What follows belongs to an exercise in optimizing a design on an open flow for small area and a short achievable clock period; a production flow would make more cautious choices. At most, simulation tests tie the RTL to the original design; equivalence was not proved.

Setup of exp/amber:
==> flow/design.v (excerpt) <==
module xgmii_rx_top
#(
    parameter int MAX_FRAME_LEN = 1518
) (
    input  logic        clk,
    input  logic        inv_aresetn,
    input  logic [63:0] xgmii_data_i,
    input  logic [7:0]  xgmii_ctrl_i,
    output logic [63:0] axis_tdata_o,
    output logic [7:0]  axis_tkeep_o,
    output logic        axis_tvalid_o,
    output logic        axis_tlast_o,
    output logic        axis_tuser_o,
    output logic        stat_valid_o,
    output logic        stat_crc_ok_o,
    output logic [13:0] stat_len_o,
    output logic [3:0]  stat_size_o,
    output logic [31:0] good_frames_o,
    output logic [31:0] bad_frames_o
);
Settings: LEC_CHECK=0, CAP_MARGIN=20, CORE_MARGIN=2, CORE_UTILIZATION=55, CTS_CLUSTER_DIAMETER=120, CTS_CLUSTER_SIZE=25, SLEW_MARGIN=20, SYNTH_HIERARCHICAL=1, BUFFER_PORTS_ARGS=-buffer_cell sky130_fd_sc_hd__buf_1, SETUP_SLACK_MARGIN=7.4; clock period 10.5 ns.
standard.sh (not shown) runs the stock make flow with config.mk's settings and CLKGATE_MAP_FILE= SYNTH_SCRIPT=/design/flow/synth_recipe.tcl, a recipe that flattens the netlist after the stock synthesis.
==> flow/flow/run.sh <==
#!/bin/bash
# Standard layout (settings from config.mk via config.mk) plus the settings
# in flow/extra.mk: plain buf_1 port buffers instead of the default
# delay-cell buffers, and a larger setup margin for timing repair.
set -e
cp config.mk config_in.log
cat flow/extra.mk >> config.mk
bash standard.sh > standard.log 2>&1
==> flow/flow/extra.mk <==
export BUFFER_PORTS_ARGS = -buffer_cell sky130_fd_sc_hd__buf_1
export SETUP_SLACK_MARGIN = 7.4
Input-level comparison between exp/nickel and exp/amber:
==> flow/flow/extra.mk <==
export BUFFER_PORTS_ARGS = -buffer_cell sky130_fd_sc_hd__buf_1
export SETUP_SLACK_MARGIN = 7.25
diff --git a/flow/config.mk b/flow/config.mk
--- a/flow/config.mk
+++ b/flow/config.mk
@@ -16 +16 @@
-export SETUP_SLACK_MARGIN = 7.4
+export SETUP_SLACK_MARGIN = 7.25
Compared with exp/amber, in exp/nickel number of ordinary and repair buffers in the finished layout now sits lower; fraction of met3 tracks used by global routing now sits higher.
Function was not checked in any run of this note: the RTL went through the layout flow alone.


== violet ==
xgmii_rx_top, a different RTL version from the one above (not shown whole).
Size: ~230 I/O pins, ~15000 um2 of cells after synthesis.
==> flow/config.mk <==
export PLATFORM = sky130hd
export DESIGN_NAME = xgmii_rx_top
export DESIGN_NICKNAME = xgmii_rx_top
export VERILOG_FILES = /design/flow/design.v
export SDC_FILE = /design/flow/constraint.sdc
export NUM_CORES = 4
export LEC_CHECK = 0
export CAP_MARGIN = 20
export CORE_MARGIN = 2
export CORE_UTILIZATION = 60
export CTS_CLUSTER_DIAMETER = 120
export CTS_CLUSTER_SIZE = 25
export SLEW_MARGIN = 20
export SYNTH_HIERARCHICAL = 1
export BUFFER_PORTS_ARGS = -buffer_cell sky130_fd_sc_hd__buf_1
export SETUP_SLACK_MARGIN = 7.25
==> flow/constraint.sdc <==
create_clock -name core_clock -period 10.5 [get_ports {clk}]
set_input_delay 2.1000 -clock core_clock [delete_from_list [all_inputs] [get_ports {clk}]]
set_output_delay 2.1000 -clock core_clock [all_outputs]
set_load 0.01 [all_outputs]
==> flow/flow/extra.mk <==
export BUFFER_PORTS_ARGS = -buffer_cell sky130_fd_sc_hd__buf_1
export SETUP_SLACK_MARGIN = 7.25
Scripts as last shown in full above: flow/flow/run.sh
Relative to violet, the following input files were edited for maple:
Settings: changing CORE_UTILIZATION from 60 to 55; changing SETUP_SLACK_MARGIN from 7.25 to 7.35.
==> flow/flow/extra.mk <==
export BUFFER_PORTS_ARGS = -buffer_cell sky130_fd_sc_hd__buf_1
export SETUP_SLACK_MARGIN = 7.35
[summary]
- Per the final summary, maple finished and its layout is clean on timing, DRC and antenna.
- maple can be clocked slower than violet.
- From violet to maple the numbers moved as follows: non-clock buffer count rose by 25; worst-case headroom to the max-slew limit rose by 28 points; routed wire length rose by about 0.9%; clock transition at the registers of the reported paths stayed essentially flat.
- Area after synthesis: maple vs violet identical
--- input diff maple..sierra ---
Settings: swapping 120 for 100 in CTS_CLUSTER_DIAMETER; swapping 7.35 for 7.25 in SETUP_SLACK_MARGIN; swapping 25 for 20 in CTS_CLUSTER_SIZE.
==> flow/flow/extra.mk <==
export BUFFER_PORTS_ARGS = -buffer_cell sky130_fd_sc_hd__buf_1
export SETUP_SLACK_MARGIN = 7.25
- In the flow results for maple and sierra, the global-route wire length before repair is larger on maple.
- [compare] base=maple new=sierra: synthesis-to-finish area growth now sits lower, post-route antenna net violation count stayed essentially flat, final cell count without fillers down about 0.9%.
- Taking maple as the reference, in sierra post-layout minimum cycle time has decreased; final area has decreased; non-clock buffer count has decreased; data-path buffer share of cell area in the final layout has decreased.
Relative to sierra, the following input files were edited for amber:
Settings: CTS_CLUSTER_DIAMETER now 120, was 100; CTS_CLUSTER_SIZE now 25, was 20.
Results
amber — total wirelength of the detailed-routed design about 0.8% lower, sierra as reference
sierra has higher final core utilization than amber.
Comparing sierra against amber, there is no change at all in instance count along the most critical hold path.
Setup changes, amber to juniper
Settings: putting CTS_BUF_LIST at sky130_fd_sc_hd__clkbuf_16 sky130_fd_sc_hd__clkbuf_8 sky130_fd_sc_hd__clkbuf_4 where nothing was set.
==> notes.md <==
- Between juniper and amber, the utilization after layout does not differ in any meaningful way.
- From amber to juniper, total grt overflow did not move at all.
- In the metrics for amber and juniper, the one carrying the lower slew at the pin with the worst max-slew slack is amber.
- juniper -> amber: post-route fraction of the period consumed by the critical path flat
- Taking amber as the reference, in juniper setup slack did not really move, clock-cell share of area did not really move.
- From amber to juniper the numbers moved as follows: non-clock buffer count roughly the same.
- Diff juniper..amber | via count of the first global-routing pass | negligible
- Between juniper and amber, the detailed-route wire length per cell figures differ only marginally.


lagoon:
xgmii_rx_top, a different RTL version from the one above (not shown whole).
Size: roughly 1500 cells after synthesis, roughly 350 flip-flops, roughly 16000 um^2 of cells after synthesis.
export LEC_CHECK = 0
export CAP_MARGIN = 20
export CORE_MARGIN = 2
export CORE_UTILIZATION = 55
export CTS_CLUSTER_DIAMETER = 120
export CTS_CLUSTER_SIZE = 25
export SLEW_MARGIN = 20
export SYNTH_HIERARCHICAL = 1
export BUFFER_PORTS_ARGS = -buffer_cell sky130_fd_sc_hd__buf_1
export SETUP_SLACK_MARGIN = 7.5
create_clock -name core_clock -period 10.5 [get_ports {clk}]
==> flow/flow/extra.mk <==
export BUFFER_PORTS_ARGS = -buffer_cell sky130_fd_sc_hd__buf_1
export SETUP_SLACK_MARGIN = 7.5
Scripts as last shown in full above: flow/flow/run.sh
The flow did not stop early for lagoon: all stages ran, and the layout cleared the timing, design-rule and antenna checks.
Input-level comparison between onyx and lagoon:
-- flow/flow/extra.mk --
<<< lagoon, line 2
export SETUP_SLACK_MARGIN = 7.5
>>> onyx, line 2
export SETUP_SLACK_MARGIN = 7.25
-- flow/config.mk --
<<< lagoon, line 16
export SETUP_SLACK_MARGIN = 7.5
>>> onyx, line 16
export SETUP_SLACK_MARGIN = 7.25
Results
- Changes observed in onyx relative to lagoon: wire length the detailed router placed on met1 shows a reduction of 3.6%; die extent in x held; first-pass GRT wire length went down about 8%; post-route non-filler standard cell count shrank by about 4.4%.
No functional check of the RTL was part of any run of this note.


== fjord ==
Another version of the RTL of xgmii_rx_top (not shown whole).
For scale: roughly 1500 cells after synthesis, about 230 I/O pins, roughly 16000 um2 of cells after synthesis.
clock: 10.5 ns
lec_check: 0
cap_margin: 20
core_margin: 2
core_utilization: 40
slew_margin: 20
synth_hierarchical: 1
buffer_ports_args: -buffer_cell sky130_fd_sc_hd__buf_1
setup_slack_margin: 7.5
==> flow/flow/extra.mk <==
export BUFFER_PORTS_ARGS = -buffer_cell sky130_fd_sc_hd__buf_1
export SETUP_SLACK_MARGIN = 7.5
Scripts as last shown in full above: flow/flow/run.sh
fjord ended with every stage complete and zero timing, DRC or antenna violations.
#### Input delta (willow over fjord)
Settings: an added CTS_CLUSTER_SIZE of 30; an added CTS_CLUSTER_DIAMETER of 150.
## What came out
willow vs. fjord: non-clock buffer count has decreased, clock-buffer cell count has decreased.
The following lists how ember was set up differently from willow:
Settings: a change of CTS_CLUSTER_SIZE from 30 to 25; a change of SETUP_SLACK_MARGIN from 7.5 to 7.25; a change of CORE_UTILIZATION from 40 to 55; a change of CTS_CLUSTER_DIAMETER from 150 to 120.
==> flow/flow/extra.mk <==
export BUFFER_PORTS_ARGS = -buffer_cell sky130_fd_sc_hd__buf_1
export SETUP_SLACK_MARGIN = 7.25
## What came out
[compare] base=willow new=ember: non-clock buffer count went down 77; final clock period utilization by the worst path saw an increase; post-cts sizing count -401; post-route worst setup slack went down 0.074 ns; worst hold slack has increased. ember | stages: all done | timing, DRC, antenna: all pass. Routed length on met3 in ember is about 1.2% lower than in willow.
Input changes introduced in indigo (baseline for comparison: ember):
Settings: CORE_UTILIZATION: 55 -> 40; SETUP_SLACK_MARGIN: 7.25 -> 7.0.
==> flow/flow/extra.mk <==
export BUFFER_PORTS_ARGS = -buffer_cell sky130_fd_sc_hd__buf_1
export SETUP_SLACK_MARGIN = 7.0
==> notes.md <==
For indigo, the critical-path cell with the highest stage delay was sky130_fd_sc_hd__xor2_1, unlike ember, where it was sky130_fd_sc_hd__dfxtp_1. indigo against ember: clock network latency to the later pin of the worst-skew pair about even; summed area of non-filler cells in the final layout has increased. Compare indigo and ember | final weighted congestion of routability-driven global placement higher: ember. Looking at tap cell instance count across indigo and ember, the one that comes out higher is indigo. ember → indigo: die area went up 37%, total routing resource utilization after global routing went down 5.7 points, final period utilization went up 1.9 points, number of buffers other than clock buffers in the final layout went down 1.6%.

-- separate check: timing with driven ports --
The flow's constraints put no driver on any port. The routed layouts listed below were extracted and timed again, unchanged, in two steps. Step 1 assumes that a clkbuf_16 drives the clock port and a buf_2 every other input. Step 2 moves the port delays by t, midway between the first and last clock arrival at a register: inputs arrive t later, outputs are due t later. That takes back most of the time a late clock gives input paths. a / b / c = ideal / step 1 / step 2; a / b = the first two.
run | t, ns | slack for setup (ns) | latest minus earliest clock arrival (ns)
exp/amber | 0.550 | 7.304 / 7.253 / 7.101 | 0.022 / 0.021
exp/nickel | 0.544 | 7.305 / 7.255 / 7.124 | 0.013 / 0.013
violet | 0.562 | 7.301 / 7.253 / 6.766 | 0.035 / 0.035
maple | 0.552 | 7.284 / 7.237 / 7.007 | 0.028 / 0.027
sierra | 0.557 | 7.287 / 7.239 / 6.840 | 0.018 / 0.019
amber | 0.553 | 7.288 / 7.241 / 6.872 | 0.025 / 0.026
juniper | 0.553 | 7.291 / 7.243 / 6.906 | 0.025 / 0.024
lagoon | 0.570 | 7.267 / 7.213 / 7.191 | 0.025 / 0.025
onyx | 0.568 | 7.256 / 7.201 / 7.261 | 0.031 / 0.031
fjord | 0.601 | 7.371 / 7.319 / 7.045 | 0.013 / 0.013
willow | 0.570 | 7.374 / 7.323 / 7.027 | 0.022 / 0.022
ember | 0.574 | 7.300 / 7.246 / 6.923 | 0.021 / 0.022
indigo | 0.585 | 7.101 / 7.101 / 6.791 | 0.030 / 0.029
After both steps setup and hold are still met in every run listed. For violet, which loses most, drivers alone change the setup slack by -0.048 ns; drivers and shift together by -0.535 ns.
